What follows belongs to an exercise in optimizing a design on an open flow for small area; a production flow would make more cautious choices. Only simulation tests tie the RTL to the original design; equivalence was not proved.

==> inputs of try-cedar <==
==> flow/design.v <==
`timescale 1ns/1ps
package chip_pkg;
	typedef enum logic [3:0] {
		OP_NOP  = 4'd0,
		OP_LI   = 4'd1,
		OP_ADD  = 4'd2,
		OP_SUB  = 4'd3,
		OP_XOR  = 4'd4,
		OP_OUT  = 4'd5,
		OP_HALT = 4'd15
	} opcode_e;
endpackage
`timescale 1ns/1ps
module uart_link (
	input logic clk,
	input logic reset,
	input logic rx,
	output logic tx,
	output logic [7:0] rx_data,
	output logic rx_valid,
	output logic lost,
	input logic tx_push,
	input logic [7:0] tx_data,
	output logic tx_full
);
	localparam int CYC_BITS = $clog2(8);
	localparam int PTR_BITS = $clog2(4);
	localparam int CNT_BITS = $clog2(4 + 1);
	localparam logic [CYC_BITS-1:0] BIT_LAST = CYC_BITS'(8 - 1);
	localparam logic [CYC_BITS-1:0] HALF_LAST = CYC_BITS'(8 / 2 - 1);
	localparam logic [PTR_BITS-1:0] PTR_LAST = PTR_BITS'(4 - 1);
	localparam logic [CNT_BITS-1:0] FIFO_FULL = CNT_BITS'(4);
	localparam logic [1:0] RX_IDLE = 2'd0;
	localparam logic [1:0] RX_START = 2'd1;
	localparam logic [1:0] RX_DATA = 2'd2;
	localparam logic [1:0] RX_STOP = 2'd3;
	logic rx_meta, rx_sync;
	logic [1:0] rx_state;
	logic [CYC_BITS-1:0] rx_cyc;
	logic [2:0] rx_bit;
	logic [7:0] rx_shift;
	logic [7:0] fifo_mem [4];
	logic [PTR_BITS-1:0] wr_ptr, rd_ptr;
	logic [CNT_BITS-1:0] fifo_count;
	logic [9:0] tx_shift;
	logic [3:0] tx_bits;  
	logic [CYC_BITS-1:0] tx_cyc;
	logic tx_ready, pop;
	always_ff @(posedge clk) begin
		if (reset) begin
			rx_meta <= 1'b1;
			rx_sync <= 1'b1;
			rx_state <= RX_IDLE;
			rx_cyc <= '0;
			rx_bit <= '0;
			rx_valid <= 1'b0;
			lost <= 1'b0;
		end else begin
			rx_meta <= rx;
			rx_sync <= rx_meta;
			rx_valid <= 1'b0;
			case (rx_state)
				RX_IDLE: begin
					if (!rx_sync) begin
						rx_state <= RX_START;
						rx_cyc <= HALF_LAST;
					end
				end
				RX_START: begin
					if (rx_cyc != 0)
						rx_cyc <= rx_cyc - 1'b1;
					else if (rx_sync)
						rx_state <= RX_IDLE;  
					else begin
						rx_state <= RX_DATA;
						rx_cyc <= BIT_LAST;
						rx_bit <= '0;
					end
				end
				RX_DATA: begin
					if (rx_cyc != 0)
						rx_cyc <= rx_cyc - 1'b1;
					else begin
						rx_cyc <= BIT_LAST;
						rx_bit <= rx_bit + 1'b1;
						if (rx_bit == 3'd7)
							rx_state <= RX_STOP;
					end
				end
				default: begin
					if (rx_cyc != 0)
						rx_cyc <= rx_cyc - 1'b1;
					else begin
						rx_state <= RX_IDLE;
						if (rx_sync)
							rx_valid <= 1'b1;
						else
							lost <= 1'b1;  
					end
				end
			endcase
		end
	end
	always_ff @(posedge clk) begin
		if (rx_state == RX_DATA && rx_cyc == 0)
			rx_shift <= {rx_sync, rx_shift[7:1]};  
	end
	assign rx_data = rx_shift;
	assign tx_ready = (tx_bits == 0) || (tx_bits == 4'd1 && tx_cyc == 0);
	assign pop = tx_ready && (fifo_count != 0);
	assign tx_full = (fifo_count == FIFO_FULL);
	always_ff @(posedge clk) begin
		if (reset) begin
			wr_ptr <= '0;
			rd_ptr <= '0;
			fifo_count <= '0;
		end else begin
			if (tx_push)
				wr_ptr <= (wr_ptr == PTR_LAST) ? '0 : wr_ptr + 1'b1;
			if (pop)
				rd_ptr <= (rd_ptr == PTR_LAST) ? '0 : rd_ptr + 1'b1;
			fifo_count <= fifo_count + CNT_BITS'(tx_push) - CNT_BITS'(pop);
		end
	end
	always_ff @(posedge clk) begin
		if (tx_push)
			fifo_mem[wr_ptr] <= tx_data;
	end
	always_ff @(posedge clk) begin
		if (reset) begin
			tx_shift <= '1;  
			tx_bits <= '0;
			tx_cyc <= '0;
		end else if (pop) begin
			tx_shift <= {1'b1, fifo_mem[rd_ptr], 1'b0};
			tx_bits <= 4'd10;
			tx_cyc <= BIT_LAST;
		end else if (tx_bits != 0) begin
			if (tx_cyc == 0) begin
				tx_shift <= {1'b1, tx_shift[9:1]};
				tx_bits <= tx_bits - 1'b1;
				tx_cyc <= BIT_LAST;
			end else
				tx_cyc <= tx_cyc - 1'b1;
		end
	end
	assign tx = tx_shift[0];
endmodule
`timescale 1ns/1ps
module program_loader (
	input logic clk,
	input logic reset,
	input logic [7:0] rx_data,
	input logic rx_valid,
	input logic wr_done,  
	output logic [6-1:0] wr_addr,
	output logic [31:0] wr_word,
	output logic wr_pend,
	output logic loaded
);
	localparam logic [1:0] LD_COUNT = 2'd0;
	localparam logic [1:0] LD_BYTES = 2'd1;
	localparam logic [1:0] LD_LAST = 2'd2;  
	localparam logic [1:0] LD_DONE = 2'd3;
	logic [1:0] state;
	logic [7:0] words_left;
	logic [1:0] byte_idx;
	logic [31:0] word_sh;
	logic word_done, count_in, byte_in;
	assign count_in = !reset && (state == LD_COUNT) && rx_valid;
	assign byte_in = (state == LD_BYTES) && rx_valid;
	assign word_done = !reset && byte_in && (byte_idx == 2'd3);
	always_ff @(posedge clk) begin
		if (reset)
			state <= LD_COUNT;
		else case (state)
			LD_COUNT: if (rx_valid) state <= (rx_data == 8'd0) ? LD_DONE : LD_BYTES;
			LD_BYTES: if (word_done && words_left == 8'd1) state <= LD_LAST;
			LD_LAST: state <= LD_DONE;
			default: ;
		endcase
	end
	always_ff @(posedge clk) begin
		if (count_in) begin
			words_left <= rx_data;
			byte_idx <= 2'd0;
		end else if (!reset && byte_in) begin
			byte_idx <= byte_idx + 1'b1;
			if (byte_idx == 2'd3)
				words_left <= words_left - 1'b1;
		end
	end
	always_ff @(posedge clk) begin
		if (byte_in)
			word_sh <= {rx_data, word_sh[31:8]};
	end
	always_ff @(posedge clk) begin
		if (word_done)
			wr_pend <= 1'b1;
		else if (wr_done)
			wr_pend <= 1'b0;
	end
	always_ff @(posedge clk) begin
		if (count_in)
			wr_addr <= '0;
		else if (wr_done)
			wr_addr <= wr_addr + 1'b1;
	end
	assign wr_word = word_sh;
	assign loaded = (state == LD_DONE);
endmodule
`timescale 1ns/1ps
module inst_mem (
	input logic clk,
	input logic [6-1:0] wr_addr,
	input logic [31:0] wr_word,
	input logic wr_pend,
	output logic wr_done,
	input logic [6-1:0] rd_addr,
	output logic [20:0] rd_data
);
	localparam int DEPTH = 2 ** 6;
	logic [20:0] ring [DEPTH];
	logic [6-1:0] rot;
	logic [6-1:0] pos;
	logic [20:0] packed_w;
	function automatic logic [20:0] pack_instr(input logic [31:0] w);
		logic [3:0] op;
		logic is_li, is_out;
		op = w[31:28];
		is_li = (op == 4'd1);
		is_out = (op == 4'd5);
		pack_instr[20] = is_li;
		pack_instr[19:16] = w[27:24];
		if (is_li) begin
			pack_instr[15:0] = w[15:0];
		end else begin
			pack_instr[15:12] = w[23:20];
			pack_instr[11:8] = is_out ? w[27:24] : w[19:16];
			pack_instr[7] = (op == 4'd2) || (op == 4'd3) || (op == 4'd4);
			pack_instr[6] = (op == 4'd3);
			pack_instr[5] = (op == 4'd4);
			pack_instr[4] = is_out;
			pack_instr[3] = (op == 4'd15);
			pack_instr[2:0] = w[2:0];
		end
	endfunction
	assign packed_w = pack_instr(wr_word);
	assign wr_done = wr_pend && (rot == wr_addr);
	always_ff @(posedge clk) begin
		rot <= rot + 1'b1;
		for (int j = 0; j < DEPTH - 1; j++)
			ring[j] <= ring[j + 1];
		ring[DEPTH - 1] <= wr_done ? packed_w : ring[0];
	end
	assign pos = rd_addr - rot;
	assign rd_data = (wr_pend && rd_addr == wr_addr) ? packed_w : ring[pos];
endmodule
`timescale 1ns/1ps
module core (
	input logic clk,
	input logic reset,
	output logic [6-1:0] rd_addr,
	input logic [20:0] rd_data,
	output logic tx_push,
	output logic [7:0] tx_data,
	input logic tx_full,
	output logic halted
);
	localparam logic [1:0] S_FETCH = 2'd0;
	localparam logic [1:0] S_WAIT = 2'd1;
	localparam logic [1:0] S_EXEC = 2'd2;
	logic [1:0] state;
	logic [6-1:0] pc;
	logic [15:0] regs [16];
	logic [15:0] rs_val, op_a, wr_val;
	logic [3:0] rd, rs1, rs2, raddr;
	logic is_li, is_alu, is_sub, is_xor, is_out, is_halt;
	logic exec, wr_en;
	assign rd_addr = pc;
	assign is_li = rd_data[20];
	assign rd = rd_data[19:16];
	assign rs1 = rd_data[15:12];
	assign rs2 = rd_data[11:8];
	assign is_alu = !is_li && rd_data[7];
	assign is_sub = rd_data[6];
	assign is_xor = rd_data[5];
	assign is_out = !is_li && rd_data[4];
	assign is_halt = !is_li && rd_data[3];
	assign exec = (state == S_EXEC) && !halted;
	assign raddr = (state == S_EXEC) ? rs2 : rs1;
	assign rs_val = regs[raddr];
	always_ff @(posedge clk)
		op_a <= rs_val;
	assign tx_push = exec && is_out && !tx_full;
	assign tx_data = rs_val[7:0];
	always_comb begin
		if (is_li)
			wr_val = rd_data[15:0];
		else if (is_xor)
			wr_val = op_a ^ rs_val;
		else if (is_sub)
			wr_val = op_a - rs_val;
		else
			wr_val = op_a + rs_val;
	end
	assign wr_en = exec && (is_li || is_alu);
	always_ff @(posedge clk) begin
		if (wr_en)
			regs[rd] <= wr_val;
	end
	always_ff @(posedge clk) begin
		if (reset) begin
			state <= S_FETCH;
			pc <= '0;
			halted <= 1'b0;
		end else begin
			case (state)
				S_FETCH: state <= S_WAIT;
				S_WAIT: state <= S_EXEC;
				default: begin
					if (exec && is_halt)
						halted <= 1'b1;
					else if (exec && !(is_out && tx_full)) begin
						pc <= pc + 1'b1;
						state <= S_FETCH;
					end
				end
			endcase
		end
	end
endmodule
`timescale 1ns/1ps
module chip (
	input logic clk,
	input logic chip_reset,
	input logic uart_rx,
	output logic uart_tx,
	output logic [3:0] status  
);
	localparam int HOLD_BITS = $clog2(15 + 1);
	logic [HOLD_BITS-1:0] reset_count;
	logic hold;
	logic [7:0] rx_data;
	logic rx_valid, rx_lost;
	logic tx_push, tx_full;
	logic [7:0] tx_data;
	logic [6-1:0] wr_addr, rd_addr;
	logic [31:0] wr_word;
	logic wr_pend, wr_done;
	logic [20:0] rd_data;
	logic loaded, halted;
	always_ff @(posedge clk) begin
		if (chip_reset)
			reset_count <= HOLD_BITS'(15);
		else if (reset_count != 0)
			reset_count <= reset_count - 1'b1;
	end
	assign hold = (reset_count != 0);
	assign status = {!hold && !loaded, loaded, halted, rx_lost};
	uart_link uart_i (
		.clk(clk),
		.reset(hold),
		.rx(uart_rx),
		.tx(uart_tx),
		.rx_data(rx_data),
		.rx_valid(rx_valid),
		.lost(rx_lost),
		.tx_push(tx_push),
		.tx_data(tx_data),
		.tx_full(tx_full)
	);
	program_loader loader_i (
		.clk(clk),
		.reset(hold),
		.rx_data(rx_data),
		.rx_valid(rx_valid),
		.wr_done(wr_done),
		.wr_addr(wr_addr),
		.wr_word(wr_word),
		.wr_pend(wr_pend),
		.loaded(loaded)
	);
	inst_mem imem_i (
		.clk(clk),
		.wr_addr(wr_addr),
		.wr_word(wr_word),
		.wr_pend(wr_pend),
		.wr_done(wr_done),
		.rd_addr(rd_addr),
		.rd_data(rd_data)
	);
	core core_i (
		.clk(clk),
		.reset(!loaded),
		.rd_addr(rd_addr),
		.rd_data(rd_data),
		.tx_push(tx_push),
		.tx_data(tx_data),
		.tx_full(tx_full),
		.halted(halted)
	);
endmodule
==> flow/run.sh <==
#!/bin/bash
# synth_recipe.tcl (not shown) runs the flow's synth.tcl, then flattens the netlist and writes it again
# the make line also repeats each setting of config.mk as NAME=value (left out here)
make -C /OpenROAD-flow-scripts/flow DESIGN_CONFIG=/design/flow/config.mk WORK_HOME=/design/flow/orfs CLKGATE_MAP_FILE= SYNTH_SCRIPT=/design/flow/synth_recipe.tcl finish
==> flow/config.mk <==
export PLATFORM = sky130hd
export DESIGN_NAME = chip
export DESIGN_NICKNAME = chip
export VERILOG_FILES = /design/flow/design.v
export SDC_FILE = /design/flow/constraint.sdc
export NUM_CORES = 4
export LEC_CHECK = 0
export CAP_MARGIN = 20
export CORE_MARGIN = 2
export CORE_UTILIZATION = 40
export SLEW_MARGIN = 20
==> flow/constraint.sdc <==
create_clock -name core_clock -period 10.0 [get_ports {clk}]
set_input_delay 2.0000 -clock core_clock [delete_from_list [all_inputs] [get_ports {clk}]]
set_output_delay 2.0000 -clock core_clock [all_outputs]
set_load 0.01 [all_outputs]
==> try-zinc: changes against try-cedar <==
--- a/flow/design.v
+++ b/flow/design.v
@@ -45,5 +45,4 @@
 	logic [9:0] tx_shift;
-	logic [3:0] tx_bits;  
 	logic [CYC_BITS-1:0] tx_cyc;
-	logic tx_ready, pop;
+	logic tx_ready, tx_stop, pop;
 	always_ff @(posedge clk) begin
@@ -108,8 +107,9 @@
 	assign rx_data = rx_shift;
-	assign tx_ready = (tx_bits == 0) || (tx_bits == 4'd1 && tx_cyc == 0);
+	assign tx_stop = (tx_shift[9:1] == 9'd0);
+	assign tx_ready = tx_stop && (tx_cyc == 0);
 	assign pop = tx_ready && (fifo_count != 0);
 	assign tx_full = (fifo_count == FIFO_FULL);
+	assign wr_ptr = rd_ptr + fifo_count[PTR_BITS-1:0];
 	always_ff @(posedge clk) begin
 		if (reset) begin
-			wr_ptr <= '0;
 			rd_ptr <= '0;
@@ -117,6 +117,4 @@
 		end else begin
-			if (tx_push)
-				wr_ptr <= (wr_ptr == PTR_LAST) ? '0 : wr_ptr + 1'b1;
 			if (pop)
-				rd_ptr <= (rd_ptr == PTR_LAST) ? '0 : rd_ptr + 1'b1;
+				rd_ptr <= rd_ptr + 1'b1;
 			fifo_count <= fifo_count + CNT_BITS'(tx_push) - CNT_BITS'(pop);
@@ -130,4 +128,3 @@
 		if (reset) begin
-			tx_shift <= '1;  
-			tx_bits <= '0;
+			tx_shift <= 10'd1;  
 			tx_cyc <= '0;
@@ -135,8 +132,6 @@
 			tx_shift <= {1'b1, fifo_mem[rd_ptr], 1'b0};
-			tx_bits <= 4'd10;
 			tx_cyc <= BIT_LAST;
-		end else if (tx_bits != 0) begin
+		end else if (!tx_ready) begin
 			if (tx_cyc == 0) begin
-				tx_shift <= {1'b1, tx_shift[9:1]};
-				tx_bits <= tx_bits - 1'b1;
+				tx_shift <= {1'b0, tx_shift[9:1]};
 				tx_cyc <= BIT_LAST;
@@ -154,6 +149,5 @@
 	input logic rx_valid,
-	input logic wr_done,  
-	output logic [6-1:0] wr_addr,
-	output logic [31:0] wr_word,
-	output logic wr_pend,
+	output logic load_start,
+	output logic word_done,
+	output logic [23:0] wr_word,  
 	output logic loaded
@@ -167,4 +161,4 @@
 	logic [1:0] byte_idx;
-	logic [31:0] word_sh;
-	logic word_done, count_in, byte_in;
+	logic [7:0] b0, b2, b3;
+	logic count_in, byte_in;
 	assign count_in = !reset && (state == LD_COUNT) && rx_valid;
@@ -193,18 +187,8 @@
 	always_ff @(posedge clk) begin
-		if (byte_in)
-			word_sh <= {rx_data, word_sh[31:8]};
+		if (byte_in && byte_idx == 2'd0) b0 <= rx_data;
+		if (byte_in && byte_idx == 2'd2) b2 <= rx_data;
+		if (byte_in && byte_idx == 2'd3) b3 <= rx_data;
 	end
-	always_ff @(posedge clk) begin
-		if (word_done)
-			wr_pend <= 1'b1;
-		else if (wr_done)
-			wr_pend <= 1'b0;
-	end
-	always_ff @(posedge clk) begin
-		if (count_in)
-			wr_addr <= '0;
-		else if (wr_done)
-			wr_addr <= wr_addr + 1'b1;
-	end
-	assign wr_word = word_sh;
+	assign load_start = count_in;
+	assign wr_word = {b3, b2, b0};
 	assign loaded = (state == LD_DONE);
@@ -214,37 +198,33 @@
 	input logic clk,
-	input logic [6-1:0] wr_addr,
-	input logic [31:0] wr_word,
-	input logic wr_pend,
-	output logic wr_done,
-	input logic [6-1:0] rd_addr,
-	output logic [20:0] rd_data
+	input logic load_start,  
+	input logic word_done,   
+	input logic [23:0] wr_word,
+	input logic core_reset,  
+	input logic advance,     
+	output logic [13:0] rd_data,
+	output logic rd_ok  
 );
 	localparam int DEPTH = 2 ** 6;
-	logic [20:0] ring [DEPTH];
-	logic [6-1:0] rot;
-	logic [6-1:0] pos;
-	logic [20:0] packed_w;
-	function automatic logic [20:0] pack_instr(input logic [31:0] w);
-		logic [3:0] op;
-		logic is_li, is_out;
-		op = w[31:28];
-		is_li = (op == 4'd1);
-		is_out = (op == 4'd5);
-		pack_instr[20] = is_li;
-		pack_instr[19:16] = w[27:24];
-		if (is_li) begin
-			pack_instr[15:0] = w[15:0];
-		end else begin
-			pack_instr[15:12] = w[23:20];
-			pack_instr[11:8] = is_out ? w[27:24] : w[19:16];
-			pack_instr[7] = (op == 4'd2) || (op == 4'd3) || (op == 4'd4);
-			pack_instr[6] = (op == 4'd3);
-			pack_instr[5] = (op == 4'd4);
-			pack_instr[4] = is_out;
-			pack_instr[3] = (op == 4'd15);
-			pack_instr[2:0] = w[2:0];
-		end
+	logic [13:0] ring [DEPTH];
+	logic [6-1:0] rot, rd_pos, wr_pos;
+	logic [13:0] packed_w, tap;
+	logic wr_pend, wr_done, bypass;
+	function automatic logic [13:0] pack_instr(input logic [23:0] w);
+		logic [3:0] op, rd, rs1, rs2;
+		op = w[23:20];
+		rd = w[19:16];
+		rs1 = w[15:12];
+		rs2 = w[11:8];
+		case (op)
+			4'd1: pack_instr = {2'd0, rd, w[7:0]};
+			4'd2: pack_instr = {2'd1, rd, rs1, rs2};
+			4'd3: pack_instr = (rs1 == rs2) ? {2'd0, rd, 8'd0} : {2'd2, rd, rs1, rs2};
+			4'd4: pack_instr = {2'd3, rd, rs1, rs2};
+			4'd5: pack_instr = {2'd2, rd, 4'd1, 4'd1};
+			4'd15: pack_instr = {2'd2, rd, 4'd2, 4'd2};
+			default: pack_instr = {2'd2, rd, 4'd0, 4'd0};
+		endcase
 	endfunction
 	assign packed_w = pack_instr(wr_word);
-	assign wr_done = wr_pend && (rot == wr_addr);
+	assign wr_done = wr_pend && (wr_pos == 0);
 	always_ff @(posedge clk) begin
@@ -255,4 +235,24 @@
 	end
-	assign pos = rd_addr - rot;
-	assign rd_data = (wr_pend && rd_addr == wr_addr) ? packed_w : ring[pos];
+	always_ff @(posedge clk) begin
+		if (load_start)
+			wr_pos <= ~rot;
+		else
+			wr_pos <= wr_pos - {5'd0, !wr_done};
+		if (word_done)
+			wr_pend <= 1'b1;
+		else if (wr_done)
+			wr_pend <= 1'b0;
+		if (core_reset)
+			rd_pos <= ~rot;
+		else
+			rd_pos <= rd_pos - {5'd0, !advance};
+	end
+	always_comb begin
+		tap = '0;
+		for (int k = 0; k < DEPTH / 2; k++)
+			tap = tap | (ring[2 * k] & {14{rd_pos[5:1] == 5'(k)}});
+	end
+	assign bypass = wr_pend && (rd_pos == wr_pos);
+	assign rd_ok = bypass || !rd_pos[0];
+	assign rd_data = bypass ? packed_w : tap;
 endmodule
@@ -262,4 +262,5 @@
 	input logic reset,
-	output logic [6-1:0] rd_addr,
-	input logic [20:0] rd_data,
+	output logic advance,
+	input logic [13:0] rd_data,
+	input logic rd_ok,
 	output logic tx_push,
@@ -273,20 +274,23 @@
 	logic [1:0] state;
-	logic [6-1:0] pc;
-	logic [15:0] regs [16];
-	logic [15:0] rs_val, op_a, wr_val;
+	logic [7:0] regs [16];
+	logic [13:0] ir;
+	logic [7:0] rs_val, op_a, wr_val;
 	logic [3:0] rd, rs1, rs2, raddr;
-	logic is_li, is_alu, is_sub, is_xor, is_out, is_halt;
+	logic is_misc, is_li, is_sub, is_xor, is_out, is_halt;
 	logic exec, wr_en;
-	assign rd_addr = pc;
-	assign is_li = rd_data[20];
-	assign rd = rd_data[19:16];
-	assign rs1 = rd_data[15:12];
-	assign rs2 = rd_data[11:8];
-	assign is_alu = !is_li && rd_data[7];
-	assign is_sub = rd_data[6];
-	assign is_xor = rd_data[5];
-	assign is_out = !is_li && rd_data[4];
-	assign is_halt = !is_li && rd_data[3];
+	always_ff @(posedge clk) begin
+		if (state != S_EXEC && rd_ok)
+			ir <= rd_data;
+	end
+	assign rd = ir[11:8];
+	assign rs1 = rd_ok ? rd_data[7:4] : ir[7:4];
+	assign rs2 = ir[3:0];
+	assign is_misc = (ir[13:12] == 2'd2) && (ir[7:4] == ir[3:0]);
+	assign is_li = (ir[13:12] == 2'd0);
+	assign is_sub = (ir[13:12] == 2'd2);
+	assign is_xor = (ir[13:12] == 2'd3);
+	assign is_out = is_misc && (ir[3:0] == 4'd1);
+	assign is_halt = is_misc && (ir[3:0] == 4'd2);
 	assign exec = (state == S_EXEC) && !halted;
-	assign raddr = (state == S_EXEC) ? rs2 : rs1;
+	assign raddr = (state != S_EXEC) ? rs1 : is_misc ? rd : rs2;
 	assign rs_val = regs[raddr];
@@ -295,6 +299,6 @@
 	assign tx_push = exec && is_out && !tx_full;
-	assign tx_data = rs_val[7:0];
+	assign tx_data = rs_val;
 	always_comb begin
 		if (is_li)
-			wr_val = rd_data[15:0];
+			wr_val = ir[7:0];
 		else if (is_xor)
@@ -306,3 +310,3 @@
 	end
-	assign wr_en = exec && (is_li || is_alu);
+	assign wr_en = exec && !is_misc;
 	always_ff @(posedge clk) begin
@@ -311,2 +315,3 @@
 	end
+	assign advance = exec && !is_halt && !(is_out && tx_full);
 	always_ff @(posedge clk) begin
@@ -314,3 +319,2 @@
 			state <= S_FETCH;
-			pc <= '0;
 			halted <= 1'b0;
@@ -323,6 +327,4 @@
 						halted <= 1'b1;
-					else if (exec && !(is_out && tx_full)) begin
-						pc <= pc + 1'b1;
+					else if (advance)
 						state <= S_FETCH;
-					end
 				end
@@ -347,6 +349,6 @@
 	logic [7:0] tx_data;
-	logic [6-1:0] wr_addr, rd_addr;
-	logic [31:0] wr_word;
-	logic wr_pend, wr_done;
-	logic [20:0] rd_data;
+	logic [23:0] wr_word;
+	logic load_start, word_done, advance;
+	logic [13:0] rd_data;
+	logic rd_ok;
 	logic loaded, halted;
@@ -377,6 +379,5 @@
 		.rx_valid(rx_valid),
-		.wr_done(wr_done),
-		.wr_addr(wr_addr),
+		.load_start(load_start),
+		.word_done(word_done),
 		.wr_word(wr_word),
-		.wr_pend(wr_pend),
 		.loaded(loaded)
@@ -385,8 +386,9 @@
 		.clk(clk),
-		.wr_addr(wr_addr),
+		.load_start(load_start),
+		.word_done(word_done),
 		.wr_word(wr_word),
-		.wr_pend(wr_pend),
-		.wr_done(wr_done),
-		.rd_addr(rd_addr),
-		.rd_data(rd_data)
+		.core_reset(!loaded),
+		.advance(advance),
+		.rd_data(rd_data),
+		.rd_ok(rd_ok)
 	);
@@ -395,4 +397,5 @@
 		.reset(!loaded),
-		.rd_addr(rd_addr),
+		.advance(advance),
 		.rd_data(rd_data),
+		.rd_ok(rd_ok),
 		.tx_push(tx_push),
CTS_BUF_LIST = sky130_fd_sc_hd__clkbuf_8   (was unset)
CTS_CLUSTER_DIAMETER = 60   (was unset)
CTS_CLUSTER_SIZE = 16   (was unset)
==> results_dict.tcl <==
set metrics [dict create \
    status "timing/DRC/antenna clean" \
    core_area_um2 84900 \
    switchingPower_mw 1.48 \
    drt-total-wl_um 79300 \
    dp_cells 3486 \
    utilization_pct 43.7 \
    final_net_count 2474 \
    routedWlPerCell_um 21.9 \
    critPathSlowestCell "dfxtp_1" \
    globalRouteMet1Util_pct 25.0 \
    crit_cells 24 \
    worst_hold_slack_ns 0.286 \
    grtUsageMet3_pct 3.98 \
    dr_wl_met2_um 35400 \
    critPathLaunch "imem_i.rd_pos[1]" \
    synth_compound_area_share_pct 9.09 \
    dr.pass1.iters 6 \
    instances_no_fill 3615 \
]
[end of results for try-zinc]
==> results_dict.tcl <==
set metrics [dict create \
    routedWlPerCell_um 29.6 \
    critPathLaunch "imem_i.rot[0]" \
    instances_no_fill 5906 \
    status "timing/DRC/antenna clean" \
    critPathSlowestCell "nor2_1" \
    crit_cells 31 \
    dr_wl_met2_um 72700 \
    core_area_um2 125000 \
    utilization_pct 46.7 \
    dr.pass1.iters 7 \
    dp_cells 5619 \
]
[end of results for try-cedar]

==> re-timing with driven ports <==
In the flow no input, the clock included, has a driving cell. The finished layouts below were timed again as built, in two steps.
Step 1: set_driving_cell puts a clkbuf_16 on clk and a buf_2 on each other input, an assumption about the parent block.
Step 2, shift: input delay + t, output delay - t, t = (earliest + latest rising clock arrival at the registers) / 2. This alone moves slack from input paths to output paths.
a / b / c = ideal / step 1 / step 2; a / b = the first two.
run	t, ns	setup slack, ns	worst hold slack (ns)	clock arrival spread, ns
try-cedar	0.855	0.617 / 0.617 / 0.617	0.319 / 0.319 / 0.319	0.053 / 0.052
try-zinc	0.780	2.011 / 2.011 / 2.011	0.286 / 0.286 / 0.286	0.064 / 0.063
After both steps every run listed still meets setup and hold.
